This is an optimization exercise on Yosys and OpenROAD, whose aim is a short achievable clock period and few clock cycles, not a production implementation.
RTL that was checked went through simulation tests only; none was proved equivalent to the original.
Power is estimated from default activity; no workload was simulated.

==> trial 34: inputs <==
Design ordered_record_list, start of the top module:
module ordered_record_list #(
  parameter int DEPTH = 16
) (
  input  logic        clk,
  input  logic        rst,
  input  logic        start,
  input  logic [55:0] item,
  output logic        busy,
  output logic        result_valid,
  output logic [60:0] result
);
==> flow/config.mk <==
export PLATFORM = sky130hd
export DESIGN_NAME = ordered_record_list
export DESIGN_NICKNAME = ordered_record_list
export VERILOG_FILES = /design/flow/design.v
export SDC_FILE = /design/flow/constraint.sdc
export NUM_CORES = 4
export LEC_CHECK = 0
export ABC_CLOCK_PERIOD_IN_PS = 1200
export CAP_MARGIN = 20
export CORE_MARGIN = 2
export CORE_UTILIZATION = 40
export CTS_CLUSTER_DIAMETER = 80
export CTS_CLUSTER_SIZE = 22
export SETUP_SLACK_MARGIN = 2.9
export SLEW_MARGIN = 20
==> flow/constraint.sdc <==
create_clock -name core_clock -period 5.0 [get_ports {clk}]
set_input_delay 1.0000 -clock core_clock [delete_from_list [all_inputs] [get_ports {clk}]]
set_output_delay 1.0000 -clock core_clock [all_outputs]
set_load 0.01 [all_outputs]
standard.sh (not shown) runs the stock make flow with config.mk's settings and CLKGATE_MAP_FILE= SYNTH_SCRIPT=/design/flow/synth_recipe.tcl, a recipe that flattens the netlist after the stock synthesis.
==> flow/flow/run.sh <==
#!/bin/bash
# The standard layout (standard.sh: the standard flow's synthesis and ORFS flow), with the
# port buffers that ORFS inserts at placement made plain buffers
# (sky130_fd_sc_hd__buf_4) instead of the delay buffers it picks by itself.
# Each tool's full output is in its own ORFS log under orfs/logs/; the make
# output is in make_finish.log here.
set -euo pipefail
export BUFFER_PORTS_ARGS="-buffer_cell sky130_fd_sc_hd__buf_4"
bash standard.sh finish > make_finish.log 2>&1
==> inputs of trial 78, as changes to trial 34 <==
--- a/flow/design.v
+++ b/flow/design.v
@@ -14,19 +14,22 @@
   function automatic logic [3:0] enc16(input logic [15:0] oh);
     logic [3:0] e;
     e = '0;
     for (int k = 0; k < 16; k++) e = e | ({4{oh[k]}} & 4'(k));
     enc16 = e;
   endfunction
-  function automatic logic [15:0] kth_sel(input logic [16:0] fo, input logic [16:0] fge,
-                                          input logic [16:0] c);
+  function automatic logic [15:0] kth_sel(input logic [4:0] from, input logic [16:0] c);
     logic [15:0] ks;
     ks = '0;
-    for (int k = 1; k < 17; k++) ks[0] = ks[0] | (c[k] & fge[k]);
+    for (int k = 1; k < 17; k++) begin
+      if (from >= 5'(k)) ks[0] = ks[0] | c[k];
+    end
     for (int j = 1; j < 16; j++) begin
-      for (int k = j + 1; k < 17; k++) ks[j] = ks[j] | (c[k] & fo[k - j]);
+      for (int k = j + 1; k < 17; k++) begin
+        if (from == 5'(k - j)) ks[j] = ks[j] | c[k];
+      end
     end
     kth_sel = ks;
   endfunction
   typedef struct packed {
     logic [31:0] key;
     logic [15:0] hgt;
@@ -53,19 +56,17 @@
   output logic        result_valid,
   output logic [60:0] result
 );
   logic [2:0]  in_cmd;
   logic [31:0] in_key;
   logic [15:0] in_hgt;
-  logic        s0v;
-  logic [55:0] s0_item;
-  logic [16:0] s0_fo;        
-  logic [16:0] s0_fge;       
-  assign in_cmd  = s0_item[55:53];
-  assign in_key  = s0_item[52:21];
-  assign in_hgt  = s0_item[20:5];
+  logic [4:0]  in_from;
+  assign in_cmd  = item[55:53];
+  assign in_key  = item[52:21];
+  assign in_hgt  = item[20:5];
+  assign in_from = item[4:0];
   logic [31:0] key [16];
   logic [15:0] hgt [16];
   logic [15:0] vld;          
   logic [16:0] coh;          
   logic [4:0]  cb;           
   logic          pv;
@@ -91,27 +92,23 @@
   logic         x_valid;
   logic [15:0]  xc_nshift;
   logic [15:0]  xc_nwr;
   logic         xc_nclr;
   logic         xc_napp;
   logic         xc_ndel;
-  logic [15:0]  x_en;        
-  logic [15:0]  xs_nsel;
-  logic [15:0]  xs_rsel;
   logic [31:0] rd_key;
   logic [15:0] rd_hgt;
   logic [4:0]  cb_n;
   logic [2:0]  status;
   logic        empty;
   always_comb begin
     rd_key = '0;
     rd_hgt = '0;
     for (int i = 0; i < 16; i++) begin
-      rd_key[15:0]  = rd_key[15:0] | ({16{x.sel[i]}} & key[i][15:0]);
-      rd_key[31:16] = rd_key[31:16] | ({16{~xs_nsel[i]}} & key[i][31:16]);
-      rd_hgt = rd_hgt | ({16{xs_rsel[i]}} & hgt[i]);
+      rd_key = rd_key | ({32{x.sel[i]}} & key[i]);
+      rd_hgt = rd_hgt | ({16{x.sel[i]}} & hgt[i]);
     end
     if (x.clr) cb_n = 5'd0;
     else if (x.del) cb_n = cb - 5'd1;
     else if (x.app) cb_n = cb + 5'd1;
     else cb_n = cb;
     empty  = coh[0];
@@ -132,20 +129,18 @@
       default: begin
       end
     endcase
   end
   always_ff @(posedge clk) begin
     for (int i = 0; i < 16; i++) begin
-      if (x_en[i]) begin
-        if (x.shift[i]) begin
-          key[i] <= (i < 15) ? key[(i + 1) % 16] : key[i];
-          hgt[i] <= (i < 15) ? hgt[(i + 1) % 16] : hgt[i];
-        end else begin
-          key[i] <= x.key;
-          hgt[i] <= x.hgt;
-        end
+      if (x.shift[i]) begin
+        key[i] <= (i < 15) ? key[(i + 1) % 16] : key[i];
+        hgt[i] <= (i < 15) ? hgt[(i + 1) % 16] : hgt[i];
+      end else if (x.wr[i]) begin
+        key[i] <= x.key;
+        hgt[i] <= x.hgt;
       end
     end
   end
   always_ff @(posedge clk) begin
     if (rst) begin
       result_valid <= 1'b0;
@@ -158,59 +153,28 @@
     result[28:13] <= rd_hgt | (x.app ? x.hgt : 16'd0);
     result[12:9]  <= orl_pkg::enc16(x.sel | x.wr);
     result[8:4]   <= cb_n;
     result[3:1]   <= status;
     result[0]     <= x.last;
   end
-  logic          acc;        
-  logic          ld;         
+  logic          acc;
   logic [16:0]   ohq;        
   logic [15:0]   mr;
   logic          eq_x;
   logic          eq_p;
   logic [15:0]   m0;
   logic          nbusy;      
-  logic [15:0]   ks_m2;
-  logic [15:0]   ks_m1;
-  logic [15:0]   ks_00;
-  logic [15:0]   ks_p1;
-  logic [15:0]   ks_p2;
-  logic [15:0]   ks_n0;
-  logic [15:0]   ks_n1;
-  logic [15:0]   ks_n2;
   assign acc = start & nbusy;
   always_comb begin
     if (!xc_nclr) ohq = 17'd1;
     else if (!xc_ndel) ohq = {1'b0, coh[16:1]};
     else if (!xc_napp) ohq = {coh[15:0], 1'b0};
     else ohq = coh;
     for (int i = 0; i < 16; i++) mr[i] = vld[i] & (key[i] == in_key);
     eq_x = (x.key == in_key);
     eq_p = (p_key == in_key);
-    ks_m2 = orl_pkg::kth_sel(s0_fo, s0_fge, {2'b0, coh[16:2]});
-    ks_m1 = orl_pkg::kth_sel(s0_fo, s0_fge, {1'b0, coh[16:1]});
-    ks_00 = orl_pkg::kth_sel(s0_fo, s0_fge, coh);
-    ks_p1 = orl_pkg::kth_sel(s0_fo, s0_fge, {coh[15:0], 1'b0});
-    ks_p2 = orl_pkg::kth_sel(s0_fo, s0_fge, {coh[14:0], 2'b0});
-    if (!xc_nclr) begin
-      ks_n0 = '0;
-      ks_n1 = '0;
-      ks_n2 = {15'd0, ~s0_fo[0]};
-    end else if (!xc_ndel) begin
-      ks_n0 = ks_m2;
-      ks_n1 = ks_m1;
-      ks_n2 = ks_00;
-    end else if (!xc_napp) begin
-      ks_n0 = ks_00;
-      ks_n1 = ks_p1;
-      ks_n2 = ks_p2;
-    end else begin
-      ks_n0 = ks_m1;
-      ks_n1 = ks_00;
-      ks_n2 = ks_p1;
-    end
     for (int i = 0; i < 16; i++) begin
       if (!xc_nclr) m0[i] = 1'b0;
       else if (!xc_nshift[i]) m0[i] = (i < 15) ? mr[(i + 1) % 16] : 1'b0;
       else m0[i] = mr[i] | (!xc_nwr[i] & eq_x);
     end
   end
@@ -250,14 +214,12 @@
     mv.last  = ~mv.vm;
     mv.app   = p_app & ~ohq[16];
     mv.del   = pf2[15];
     mv.clr   = p_clr & ~ohq[0];
   end
   logic         pv_n;
-  logic         s0v_n;
-  logic         hold_n;      
   logic         st_n;
   logic [15:0]  vptr_n;
   logic [3:0]   rem_n;
   orl_pkg::ex_t x_n;
   always_comb begin
     if (st) begin
@@ -274,21 +236,17 @@
       x_n.sel  = vptr_n;
       x_n.cmd  = orl_pkg::CMD_COUNT;
       x_n.last = (rem_n == 4'd1);
     end else if (pv) begin
       x_n = mv;
     end
-    ld     = s0v & ~(pv & st_n);
-    pv_n   = ld | (pv & st_n);
-    s0v_n  = acc | (s0v & ~ld);
-    hold_n = st_n ? (rem_n != 4'd1) : x_n.vm;
+    pv_n = acc | (pv & st_n);
   end
   always_ff @(posedge clk) begin
     if (rst) begin
       pv        <= 1'b0;
-      s0v       <= 1'b0;
       st        <= 1'b0;
       busy      <= 1'b0;
       nbusy     <= 1'b1;
       x_valid   <= 1'b0;
       x.shift   <= '0;
       x.wr      <= '0;
@@ -298,37 +256,32 @@
       x.vm      <= 1'b0;
       xc_nshift <= '1;
       xc_nwr    <= '1;
       xc_nclr   <= 1'b1;
       xc_napp   <= 1'b1;
       xc_ndel   <= 1'b1;
-      x_en      <= '0;
-      xs_rsel   <= '0;
       vld       <= '0;
       coh       <= 17'd1;
       cb        <= 5'd0;
     end else begin
       pv        <= pv_n;
-      s0v       <= s0v_n;
       st        <= st_n;
-      busy      <= s0v_n & pv_n & hold_n;
-      nbusy     <= ~(s0v_n & pv_n & hold_n);
+      busy      <= pv_n & (st_n ? (rem_n != 4'd1) : x_n.vm);
+      nbusy     <= ~(pv_n & (st_n ? (rem_n != 4'd1) : x_n.vm));
       x_valid   <= st_n | pv;
       x.shift   <= x_n.shift;
       x.wr      <= x_n.wr;
       x.app     <= x_n.app;
       x.del     <= x_n.del;
       x.clr     <= x_n.clr;
       x.vm      <= x_n.vm;
       xc_nshift <= ~x_n.shift;
       xc_nwr    <= ~x_n.wr;
       xc_nclr   <= ~x_n.clr;
       xc_napp   <= ~x_n.app;
       xc_ndel   <= ~x_n.del;
-      x_en      <= x_n.shift | x_n.wr;
-      xs_rsel   <= x_n.sel;
       cb        <= cb_n;
       if (x.clr) begin
         vld <= '0;
         coh <= 17'd1;
       end else if (x.del) begin
         vld <= {1'b0, vld[15:1]};
@@ -338,39 +291,31 @@
         coh <= {coh[15:0], 1'b0};
       end
     end
   end
   always_ff @(posedge clk) begin
     if (acc) begin
-      s0_item <= item;
-      for (int k = 0; k < 17; k++) begin
-        s0_fo[k]  <= (item[4:0] == 5'(k));
-        s0_fge[k] <= (item[4:0] >= 5'(k));
-      end
-    end
-    if (ld) begin
       p_key  <= in_key;
       p_hgt  <= in_hgt;
       p_cmd  <= in_cmd;
-      p_fz   <= s0_fo[0];
+      p_fz   <= (in_from == 5'd0);
       p_del  <= (in_cmd == orl_pkg::CMD_DELETE);
       p_eqb  <= eq_p;
       p_app  <= (in_cmd == orl_pkg::CMD_APPEND);
       p_clr  <= (in_cmd == orl_pkg::CMD_CLEAR);
       p_kth  <= (in_cmd == orl_pkg::CMD_KTH);
       p_mid  <= (in_cmd == orl_pkg::CMD_MIDDLE);
       p_view <= (in_cmd == orl_pkg::CMD_VIEW);
       p_m    <= m0;
-      p_ks0  <= ks_n0;
-      p_ks1  <= ks_n1;
-      p_ks2  <= ks_n2;
+      p_ks0  <= orl_pkg::kth_sel(in_from, {1'b0, ohq[16:1]});
+      p_ks1  <= orl_pkg::kth_sel(in_from, ohq);
+      p_ks2  <= orl_pkg::kth_sel(in_from, {ohq[15:0], 1'b0});
     end
     x.key  <= x_n.key;
     x.hgt  <= x_n.hgt;
     x.sel  <= x_n.sel;
-    xs_nsel <= ~x_n.sel;
     x.cmd  <= x_n.cmd;
     x.fz   <= x_n.fz;
     x.last <= x_n.last;
     vptr   <= vptr_n;
     rem    <= rem_n;
   end
==> flow/config.mk (replaced) <==
export PLATFORM = sky130hd
export DESIGN_NAME = ordered_record_list
export DESIGN_NICKNAME = ordered_record_list
export VERILOG_FILES = /design/flow/design.v
export SDC_FILE = /design/flow/constraint.sdc
export NUM_CORES = 4
export LEC_CHECK = 0
export ABC_CLOCK_PERIOD_IN_PS = 2000
export CAP_MARGIN = 20
export CORE_MARGIN = 2
export CORE_UTILIZATION = 40
export CTS_CLUSTER_DIAMETER = 80
export CTS_CLUSTER_SIZE = 22
export SETUP_SLACK_MARGIN = 2.6
export SLEW_MARGIN = 20
==> inputs of trial 10, as changes to trial 34 <==
--- a/flow/design.v
+++ b/flow/design.v
@@ -57,12 +57,14 @@
   logic [31:0] in_key;
   logic [15:0] in_hgt;
   logic        s0v;
   logic [55:0] s0_item;
   logic [16:0] s0_fo;        
   logic [16:0] s0_fge;       
+  logic [31:0] s0_key_b;
+  logic [31:0] s0_nkey;
   assign in_cmd  = s0_item[55:53];
   assign in_key  = s0_item[52:21];
   assign in_hgt  = s0_item[20:5];
   logic [31:0] key [16];
   logic [15:0] hgt [16];
   logic [15:0] vld;          
@@ -77,13 +79,17 @@
   logic          p_eqb;      
   logic          p_app;
   logic          p_clr;
   logic          p_kth;
   logic          p_mid;
   logic          p_view;
-  logic [15:0]   p_m;        
+  logic [15:0]   p_mr;       
+  logic          p_eqa;      
+  logic [15:0]   p_ashift;   
+  logic [15:0]   p_awr;
+  logic          p_aclr;
   logic [15:0]   p_ks0;      
   logic [15:0]   p_ks1;      
   logic [15:0]   p_ks2;      
   logic        st;           
   logic [15:0] vptr;
   logic [3:0]  rem;          
@@ -164,13 +170,12 @@
   logic          acc;        
   logic          ld;         
   logic [16:0]   ohq;        
   logic [15:0]   mr;
   logic          eq_x;
   logic          eq_p;
-  logic [15:0]   m0;
   logic          nbusy;      
   logic [15:0]   ks_m2;
   logic [15:0]   ks_m1;
   logic [15:0]   ks_00;
   logic [15:0]   ks_p1;
   logic [15:0]   ks_p2;
@@ -180,15 +185,16 @@
   assign acc = start & nbusy;
   always_comb begin
     if (!xc_nclr) ohq = 17'd1;
     else if (!xc_ndel) ohq = {1'b0, coh[16:1]};
     else if (!xc_napp) ohq = {coh[15:0], 1'b0};
     else ohq = coh;
-    for (int i = 0; i < 16; i++) mr[i] = vld[i] & (key[i] == in_key);
-    eq_x = (x.key == in_key);
-    eq_p = (p_key == in_key);
+    for (int i = 0; i < 8; i++) mr[i] = vld[i] & (key[i] == in_key);
+    for (int i = 8; i < 16; i++) mr[i] = vld[i] & (key[i] == s0_key_b);
+    eq_x = (x.key == ~s0_nkey);
+    eq_p = (p_key == ~s0_nkey);
     ks_m2 = orl_pkg::kth_sel(s0_fo, s0_fge, {2'b0, coh[16:2]});
     ks_m1 = orl_pkg::kth_sel(s0_fo, s0_fge, {1'b0, coh[16:1]});
     ks_00 = orl_pkg::kth_sel(s0_fo, s0_fge, coh);
     ks_p1 = orl_pkg::kth_sel(s0_fo, s0_fge, {coh[15:0], 1'b0});
     ks_p2 = orl_pkg::kth_sel(s0_fo, s0_fge, {coh[14:0], 2'b0});
     if (!xc_nclr) begin
@@ -205,29 +211,30 @@
       ks_n2 = ks_p2;
     end else begin
       ks_n0 = ks_m1;
       ks_n1 = ks_00;
       ks_n2 = ks_p1;
     end
-    for (int i = 0; i < 16; i++) begin
-      if (!xc_nclr) m0[i] = 1'b0;
-      else if (!xc_nshift[i]) m0[i] = (i < 15) ? mr[(i + 1) % 16] : 1'b0;
-      else m0[i] = mr[i] | (!xc_nwr[i] & eq_x);
-    end
   end
+  logic [15:0]   m0;
   logic [15:0]   m2;
   logic [15:0]   pf2;        
   logic [15:0]   f2;         
   logic [15:0]   ks;
   logic [15:0]   ms;
   orl_pkg::ex_t  mv;
   always_comb begin
     for (int i = 0; i < 16; i++) begin
+      if (p_aclr) m0[i] = 1'b0;
+      else if (p_ashift[i]) m0[i] = (i < 15) ? p_mr[(i + 1) % 16] : 1'b0;
+      else m0[i] = p_mr[i] | (p_awr[i] & p_eqa);
+    end
+    for (int i = 0; i < 16; i++) begin
       if (!p_del || !xc_nclr) m2[i] = 1'b0;
-      else if (!xc_nshift[i]) m2[i] = (i < 15) ? p_m[(i + 1) % 16] : 1'b0;
-      else m2[i] = p_m[i] | (!xc_nwr[i] & p_eqb);
+      else if (!xc_nshift[i]) m2[i] = (i < 15) ? m0[(i + 1) % 16] : 1'b0;
+      else m2[i] = m0[i] | (!xc_nwr[i] & p_eqb);
     end
     pf2[0] = m2[0];
     for (int i = 1; i < 16; i++) pf2[i] = pf2[i-1] | m2[i];
     f2[0] = m2[0];
     for (int i = 1; i < 16; i++) f2[i] = m2[i] & ~pf2[i-1];
     if (!xc_nclr) ks = '0;
@@ -283,12 +290,13 @@
     hold_n = st_n ? (rem_n != 4'd1) : x_n.vm;
   end
   always_ff @(posedge clk) begin
     if (rst) begin
       pv        <= 1'b0;
       s0v       <= 1'b0;
+      s0_key_b  <= '0;
       st        <= 1'b0;
       busy      <= 1'b0;
       nbusy     <= 1'b1;
       x_valid   <= 1'b0;
       x.shift   <= '0;
       x.wr      <= '0;
@@ -306,12 +314,13 @@
       vld       <= '0;
       coh       <= 17'd1;
       cb        <= 5'd0;
     end else begin
       pv        <= pv_n;
       s0v       <= s0v_n;
+      if (acc) s0_key_b <= item[52:21];
       st        <= st_n;
       busy      <= s0v_n & pv_n & hold_n;
       nbusy     <= ~(s0v_n & pv_n & hold_n);
       x_valid   <= st_n | pv;
       x.shift   <= x_n.shift;
       x.wr      <= x_n.wr;
@@ -339,30 +348,35 @@
       end
     end
   end
   always_ff @(posedge clk) begin
     if (acc) begin
       s0_item <= item;
+      s0_nkey <= ~item[52:21];
       for (int k = 0; k < 17; k++) begin
         s0_fo[k]  <= (item[4:0] == 5'(k));
         s0_fge[k] <= (item[4:0] >= 5'(k));
       end
     end
     if (ld) begin
-      p_key  <= in_key;
+      p_key  <= ~s0_nkey;
       p_hgt  <= in_hgt;
       p_cmd  <= in_cmd;
       p_fz   <= s0_fo[0];
       p_del  <= (in_cmd == orl_pkg::CMD_DELETE);
       p_eqb  <= eq_p;
       p_app  <= (in_cmd == orl_pkg::CMD_APPEND);
       p_clr  <= (in_cmd == orl_pkg::CMD_CLEAR);
       p_kth  <= (in_cmd == orl_pkg::CMD_KTH);
       p_mid  <= (in_cmd == orl_pkg::CMD_MIDDLE);
       p_view <= (in_cmd == orl_pkg::CMD_VIEW);
-      p_m    <= m0;
+      p_mr     <= mr;
+      p_eqa    <= eq_x;
+      p_ashift <= ~xc_nshift;
+      p_awr    <= ~xc_nwr;
+      p_aclr   <= ~xc_nclr;
       p_ks0  <= ks_n0;
       p_ks1  <= ks_n1;
       p_ks2  <= ks_n2;
     end
     x.key  <= x_n.key;
     x.hgt  <= x_n.hgt;
==> comparison <==
Die area, lowest first: trial 78, trial 34, trial 10. The highest area after synthesis belongs to trial 10, the lowest to trial 78. Clock skew, highest first: trial 78, trial 10, trial 34. Clock power: trial 10 > trial 34 > trial 78. Combinational power, highest first: trial 78, trial 10, trial 34. Sequential share of layout area, lowest first: trial 34, trial 10, trial 78. Global-route usage: trial 34 > trial 78 > trial 10. Register-to-register slack, highest first: trial 34, trial 78, trial 10. Flip-flop and latch count: trial 78 < trial 34 < trial 10. First-iteration DRC count: trial 78 is smaller than trial 10 (16%). The lowest via count belongs to trial 78, the highest to trial 10.
==> figures <==
metric	trial 78	trial 34	trial 10
Critical Path Stages	7	9	6
Status	timing/DRC/antenna clean	timing/DRC/antenna clean	timing/DRC/antenna clean
Sequential power	11.2 mW	12.2 mW	13.2 mW
Starting DRC count in detailed routing	7630	8866	9122
Relative slew slack	15.0%	20.6%	20.5%
Reported clock group power	6.70 mW	8.52 mW	8.68 mW
Layout-to-synthesis area ratio	1.114x	1.195x	1.189x
Clock network fraction of design power	32.5%	37.2%	35.9%
Startpoint class of the critical path	primary input	flip-flop	flip-flop
Leakage component of the power	22.7 nW	27.5 nW	28.0 nW
Clock transition at the register clock pins on the worst setup and hold paths after CTS	100 ps	100 ps	90 ps
Fraction of area in non-clock buffers	3.26%	6.98%	6.21%
Antenna violations before repair	31	12	30
Min Clock Period, post-route	2850 ps	2460 ps	2830 ps
Number of nets at the end of the flow	4544	5139	5382
Internal Pwr Total	14.6 mW	16.6 mW	17.6 mW
Fin cells	6441	7205	7586
First-pass GRT wire length	357000 um	398000 um	406000 um
Total CTS buffers	73	90	90
Number of synthesized flops with an enable pin	876	974	1040
Post-detailed-placement half-perimeter wirelength	175000 um	195000 um	194000 um
Largest net degree at the start of global routing	54	74	77
Max VDD drop	0.244 mV	0.310 mV	0.268 mV
Testbench counts of trial 34, summed over its fixed seeds: cycles 7,310.
Testbench counts of trial 10, summed over its fixed seeds: cycles 7,310.
For trial 78, only the layout was checked, not whether the RTL still works.

re-timing with driven ports:
How much do the figures lean on ideal ports? The routed layouts below were timed once more, with nothing changed but the port constraints.
Step 1 assumes that a clkbuf_16 drives the clock port and a buf_2 every other input.
Step 2 moves the port delays by t, midway between the first and last clock arrival at a register: inputs arrive t later, outputs are due t later. That takes back most of the time a late clock gives input paths.
Slacks: no drivers / after step 1 / after step 2; pairs: no drivers / after step 1.
| run | shift t [ns] | setup slack, ns | worst setup path after step 2 | clock arrival spread, ns | worst data-port slew with drivers (ns) |
|---|---|---|---|---|---|
| trial 34 | 0.828 | 2.535 / 2.535 / 2.385 | input to register | 0.047 / 0.046 | 0.06 |
| trial 78 | 0.791 | 2.149 / 2.203 / 1.412 | input to register | 0.064 / 0.064 | 0.20 |
| trial 10 | 0.865 | 2.166 / 2.166 / 2.166 | register to register | 0.070 / 0.070 | 0.06 |
After both steps setup and hold are still met in every run listed. For trial 78, which loses most, drivers alone change the setup slack by +0.054 ns; drivers and shift together by -0.737 ns.
